What follows belongs to an exercise in optimizing a design on an open flow for small area, a short achievable clock period and few clock cycles per item; a production flow would make more cautious choices. RTL that was checked went through simulation tests only; none was proved equivalent to the original.

==> wip/onyx: inputs <==
Design julia_pixel_engine, start of the top module:
module julia_pixel_engine #(
  parameter int H_RES    = 640,
  parameter int V_RES    = 480,
  parameter int MAX_ITER = 255,
  parameter int FRAC     = 12
) (
  input  logic        clk,
  input  logic        reset_n,
  input  logic        start,
  input  logic        abort,
  input  logic [15:0] c_re,
  input  logic [15:0] c_im,
  input  logic [15:0] re_start,
  input  logic [15:0] im_start,
  input  logic [15:0] step,
  output logic        draw,
  input  logic        draw_ready,
  output logic [9:0]  x,
  output logic [9:0]  y,
  output logic [7:0]  i,
  output logic        busy,
  output logic        frame_done
);
clock: 11.0 ns
lec_check: 0
cap_margin: 20
core_margin: 2
core_utilization: 40
place_density: 0.6
slew_margin: 20
run.sh (not shown) runs the stock make flow with config.mk's settings and CLKGATE_MAP_FILE= SYNTH_SCRIPT=/design/flow/synth_recipe.tcl, a recipe that flattens the netlist after the stock synthesis.
==> wip/juniper: changes against wip/onyx <==
==> flow/flow/run.sh (new file) <==
#!/bin/bash
# Standard ORFS layout (the standard.sh, unchanged synthesis), with the resizer's
# setup repair aimed below the clock period: repair_timing gets a setup margin so that
# it keeps improving paths after the 11 ns constraint is met.
set -euo pipefail
export SETUP_SLACK_MARGIN=7.2
bash standard.sh > flow_standard.log 2>&1
==> flow/standard.sh (new file) <==
#!/bin/bash
# synth_recipe.tcl (not shown) runs the flow's synth.tcl, then flattens the netlist and writes it again
# the make line also repeats each setting of config.mk as NAME=value (left out here)
make -C /OpenROAD-flow-scripts/flow DESIGN_CONFIG=/design/flow/config.mk WORK_HOME=/design/flow/orfs CLKGATE_MAP_FILE= SYNTH_SCRIPT=/design/flow/synth_recipe.tcl "${@:-finish}"
removed: flow/run.sh
==> results.toml <==
[layout]
clkbuf_count = 70
multi_input_area_share = 0.5167
syn2layout_area_growth_pct = 11.79
regArea_um2 = 11030
drive_gt1_frac = 0.05427
final_util = 0.4524

[sta]
finalCritPeriodShare = 0.4399
skew_ns = 0.06146
tightest_slew_ns = 1.033

[hold_path]
holdPathEnd = "tg3[0]$_DFF_P_"

[outcome]
status = "timing/DRC/antenna clean"

[critical_path]
crit_end = "qp1_13$_DFF_P_"

[grt]
grt_usage = 0.1967
That was wip/onyx.
==> results.toml <==
[sta]
skew_ns = 0.04235
tightest_slew_ns = 0.9900

[hold_path]
holdPathEnd = "it2[2]$_DFF_P_"

[grt]
grt_usage = 0.2039

[clock_network]
cts_hold_repair.buffers = 0

[layout]
clkbuf_count = 75
regArea_um2 = 11100
final_util = 0.4747

[critical_path]
crit_end = "re3[16]$_DFF_P_"

[outcome]
status = "timing/DRC/antenna clean"
That was wip/juniper.
Testbench counts of wip/onyx, summed over its fixed seeds: cycles 2,665,150, pixels 61,440.
Testbench counts of wip/juniper, summed over its fixed seeds: cycles 2,665,150, pixels 61,440.

========
==> v34: inputs <==
julia_pixel_engine, a different RTL version from the one above (not shown whole).
// julia_pixel_engine
module julia_pixel_engine #(
  parameter int H_RES    = 640,
  parameter int V_RES    = 480,
  parameter int MAX_ITER = 255,
  parameter int FRAC     = 12
) (
  input  logic        clk,
  input  logic        reset_n,
  input  logic        start,
  input  logic        abort,
  input  logic [15:0] c_re,
  input  logic [15:0] c_im,
  input  logic [15:0] re_start,
  input  logic [15:0] im_start,
  input  logic [15:0] step,
  output logic        draw,
  input  logic        draw_ready,
  output logic [9:0]  x,
  output logic [9:0]  y,
  output logic [7:0]  i,
  output logic        busy,
  output logic        frame_done
);
  localparam logic [9:0] X_LAST   = 10'(H_RES - 1);
  localparam logic [9:0] Y_LAST   = 10'(V_RES - 1);
  localparam logic [7:0] ITER_CAP = 8'(MAX_ITER);
  localparam int         NRES     = 6;    
  localparam int         TW       = 3;
  logic busy_q, done_q, draw_q;
  logic busy_o, draw_o;           
  logic run;
  assign run = busy_q & ~done_q;
  logic [15:0] cre_q, cim_q, re0_q, step_q;
  logic [15:0] cur_re, cur_im;
  logic [9:0]  xg;
  ...
clock: 11.0 ns
lec_check: 0
cap_margin: 20
core_margin: 2
core_utilization: 40
place_density: 0.6
slew_margin: 20
standard.sh (not shown) runs the stock make flow with config.mk's settings and CLKGATE_MAP_FILE= SYNTH_SCRIPT=/design/flow/synth_recipe.tcl, a recipe that flattens the netlist after the stock synthesis.
==> flow/flow/run.sh <==
#!/bin/bash
# Standard ORFS layout (the standard.sh, unchanged synthesis), with the resizer's
# setup repair aimed below the clock period: repair_timing gets a setup margin so that
# it keeps improving paths after the 11 ns constraint is met. The make output goes to
# flow_standard.log here; ORFS's own per-step logs are under orfs/logs.
set -euo pipefail
export SETUP_SLACK_MARGIN=7.8
bash standard.sh > flow_standard.log 2>&1
==> v32 (differences from v34) <==
--- a/flow/flow/run.sh
+++ b/flow/flow/run.sh
@@ -6,3 +6,3 @@
 set -euo pipefail
-export SETUP_SLACK_MARGIN=7.8
+export SETUP_SLACK_MARGIN=7.6
 bash standard.sh > flow_standard.log 2>&1
==> qor summary <==
item                                                                             v34         v32
Result of the run                                           timing/DRC/antenna clean  timing/DRC/antenna clean
Worst slew margin                                                              30.2%       28.3%
Buffers excl. clock                                                              258         199
Crit path depth                                                                   15          16
Met2 wire length                                                            39200 um    38100 um
Drt first pass iters                                                               5           6
Maximum cell stage delay along the critical path                             0.58 ns     0.53 ns
Total detailed-routing wirelength                                           83300 um    81600 um
Non-filler cells in the finished layout                                         4710        4649
Number of violations reported at the end of detailed-routing iteration 0        1415        1278
WL met3                                                                      4690 um     4320 um
No run of this note included a check of the RTL's function; only the layout flow was run.

========
==> 03-12: inputs <==
RTL: one of the versions met above, not the one the previous note started from.
export LEC_CHECK = 0
export CAP_MARGIN = 20
export CORE_MARGIN = 2
export CORE_UTILIZATION = 40
export PLACE_DENSITY = 0.6
export SLEW_MARGIN = 20
create_clock -name core_clock -period 11.0 [get_ports {clk}]
==> flow/flow/run.sh <==
#!/bin/bash
# Standard ORFS layout (the standard.sh, unchanged synthesis), with the resizer's
# setup repair aimed below the clock period: repair_timing gets a setup margin so that
# it keeps improving paths after the 11 ns constraint is met.
set -euo pipefail
export SETUP_SLACK_MARGIN=7.7
bash standard.sh > flow_standard.log 2>&1
==> inputs of 05-07, as changes to 03-12 <==
==> flow/flow/run.sh (replaced) <==
#!/bin/bash
# Standard ORFS layout (the standard.sh, unchanged synthesis), with the resizer's
# setup repair aimed below the clock period: repair_timing gets a setup margin so that
# it keeps improving paths after the 11 ns constraint is met. The make output goes to
# flow_standard.log here; ORFS's own per-step logs are under orfs/logs.
set -euo pipefail
export SETUP_SLACK_MARGIN=7.2
bash standard.sh > flow_standard.log 2>&1
==> summary of the runs <==
Hold slack is about the same in 03-12 and 05-07. Area after synthesis is the same in 05-07 and 03-12. Of 05-07 and 03-12, 05-07 has the higher critical path depth (gap 1). Synthesized cell count is the same in 05-07 and 03-12. In register-to-register slack, 05-07 and 03-12 hardly differ. In 05-07 the clock-buffer cell count is higher than in 03-12, by 12. Sequential share of layout area: 05-07 is higher than 03-12 (1.8 points). Utilization: 05-07 is lower than 03-12 (3.8 points). Against 05-07, the via count of 03-12 is higher by 4.7%.
==> figures <==
Slew at the pin closest to its max-slew limit: 03-12 967 ps; 05-07 990 ps
Antenna diode count: 03-12 1; 05-07 0
Count of inverters not on the clock network in the layout: 03-12 699; 05-07 700
Status: 03-12 timing/DRC/antenna clean; 05-07 timing/DRC/antenna clean
Cell depth of the worst setup path: 03-12 16; 05-07 17
Fin worst setup slack: 03-12 7210 ps; 05-07 7210 ps
Max layer used: 03-12 met4; 05-07 met5
Clock Network Area Fraction: 03-12 4.35%; 05-07 5.08%
Cell area reported after detailed placement: 03-12 0.0364 sq mm; 05-07 0.0361 sq mm
Count of placed standard cells in the final layout, fillers left out: 03-12 5079; 05-07 4910
Routed wire length on met2: 03-12 43300 um; 05-07 40000 um
Cell area after layout: 03-12 0.0429 sq mm; 05-07 0.0398 sq mm
Met2 usage: 03-12 35.0%; 05-07 32.4%
Worst hold endpoint: 03-12 it2[4]; 05-07 it2[2]
Routed vias/inst: 03-12 5.19; 05-07 5.13
Layout cell share with drive strength beyond 1: 03-12 23.3%; 05-07 11.2%
Detailed router's first-iteration violation count: 03-12 2368; 05-07 2250
Testbench counts of 03-12, summed over its fixed seeds: cycles 2,665,150, pixels 61,440.
Testbench counts of 05-07, summed over its fixed seeds: cycles 2,665,150, pixels 61,440.

========
==> inputs of try-sierra <==
Another version of the RTL of julia_pixel_engine (not shown whole).
Settings: LEC_CHECK=0, CAP_MARGIN=20, CORE_MARGIN=2, CORE_UTILIZATION=55, PLACE_DENSITY=0.75, SLEW_MARGIN=20; clock period 11.0 ns.
==> flow/flow/run.sh <==
#!/bin/bash
# Standard ORFS layout (the standard.sh, unchanged synthesis), with the resizer's
# setup repair aimed below the clock period: repair_timing gets a setup margin so that
# it keeps improving paths after the 11 ns constraint is met. The make output goes to
# flow_standard.log here; ORFS's own per-step logs are under orfs/logs.
set -euo pipefail
export SETUP_SLACK_MARGIN=7.6
bash standard.sh > flow_standard.log 2>&1
==> try-quartz: changes against try-sierra <==
--- a/flow/config.mk
+++ b/flow/config.mk
@@ -8,5 +8,5 @@
 export CAP_MARGIN = 20
 export CORE_MARGIN = 2
-export CORE_UTILIZATION = 55
-export PLACE_DENSITY = 0.75
+export CORE_UTILIZATION = 40
+export PLACE_DENSITY = 0.6
 export SLEW_MARGIN = 20
==> comparison table <==
quantity                                                                 try-quartz    try-sierra
Result of the run                                          timing/DRC/antenna clean  timing/DRC/antenna clean
Placeable Area                                                         0.0818 sq mm  0.0591 sq mm
Overall routing resource usage                                                19.1%         25.9%
Detailed-route wire length per cell                                         17.7 um       19.2 um
Final-layout worst hold slack                                              0.326 ns      0.329 ns
Combined flip-flop and latch cell area                                 0.0119 sq mm  0.0119 sq mm
Die area                                                               0.0848 sq mm  0.0620 sq mm
Weighted congestion at the end of routability-driven global placement         0.811         0.878
Height of the die                                                            291 um        249 um
Row cnt                                                                         105            89
Start point of the worst hold path                                           it2[6]        it2[2]
Measured slew at the worst slew-check pin                                   1.02 ns      0.974 ns
Multi-input combinational area share                                          52.0%         52.8%
Post-Place Worst Slack                                                      6.32 ns       6.30 ns
CTS buffer count                                                                 56            53
Post-route cell area                                                   0.0388 sq mm  0.0383 sq mm
Cell area reported after detailed placement                            0.0353 sq mm  0.0349 sq mm
Area grow syn2layout                                                          17.7%         16.0%
Testbench counts of try-sierra, summed over its fixed seeds: cycles 2,658,186, pixels 61,440.
Testbench counts of try-quartz, summed over its fixed seeds: cycles 2,658,186, pixels 61,440.

[port drivers added, routing unchanged]
How much do the figures lean on ideal ports? The routed layouts below were timed once more, with nothing changed but the port constraints. Step 1: set_driving_cell puts a clkbuf_16 on clk and a buf_2 on each other input, an assumption about the parent block. Step 2 also shifts input and output timing later by t, the mid clock arrival at the registers, as if the neighbouring blocks saw the same clock. Three values: ideal, step 1, step 2; two values: the first two.
run | shift t [ns] | setup slack, ns | hold slack, ns | worst slew at a driven data input, ns
wip/onyx | 0.689 | 6.162 / 6.162 / 6.162 | 0.316 / 0.316 / 0.316 | 0.08
wip/juniper | 0.703 | 7.211 / 7.207 / 6.979 | 0.326 / 0.326 / 0.326 | 0.08
v34 | 0.697 | 7.617 / 7.568 / 7.271 | 0.321 / 0.321 / 0.321 | 0.05
v32 | 0.690 | 7.478 / 7.478 / 7.086 | 0.320 / 0.320 / 0.320 | 0.07
03-12 | 0.696 | 7.206 / 7.206 / 7.092 | 0.326 / 0.326 / 0.326 | 0.10
05-07 | 0.703 | 7.211 / 7.207 / 6.979 | 0.326 / 0.326 / 0.326 | 0.08
try-sierra | 0.682 | 7.363 / 7.363 / 6.833 | 0.329 / 0.329 / 0.329 | 0.08
try-quartz | 0.694 | 7.402 / 7.402 / 6.949 | 0.326 / 0.326 / 0.326 | 0.10
After both steps every run listed still meets setup and hold. The setup slack of try-sierra, which loses most, moves by 0.000 ns with the drivers and by -0.530 ns with both steps.
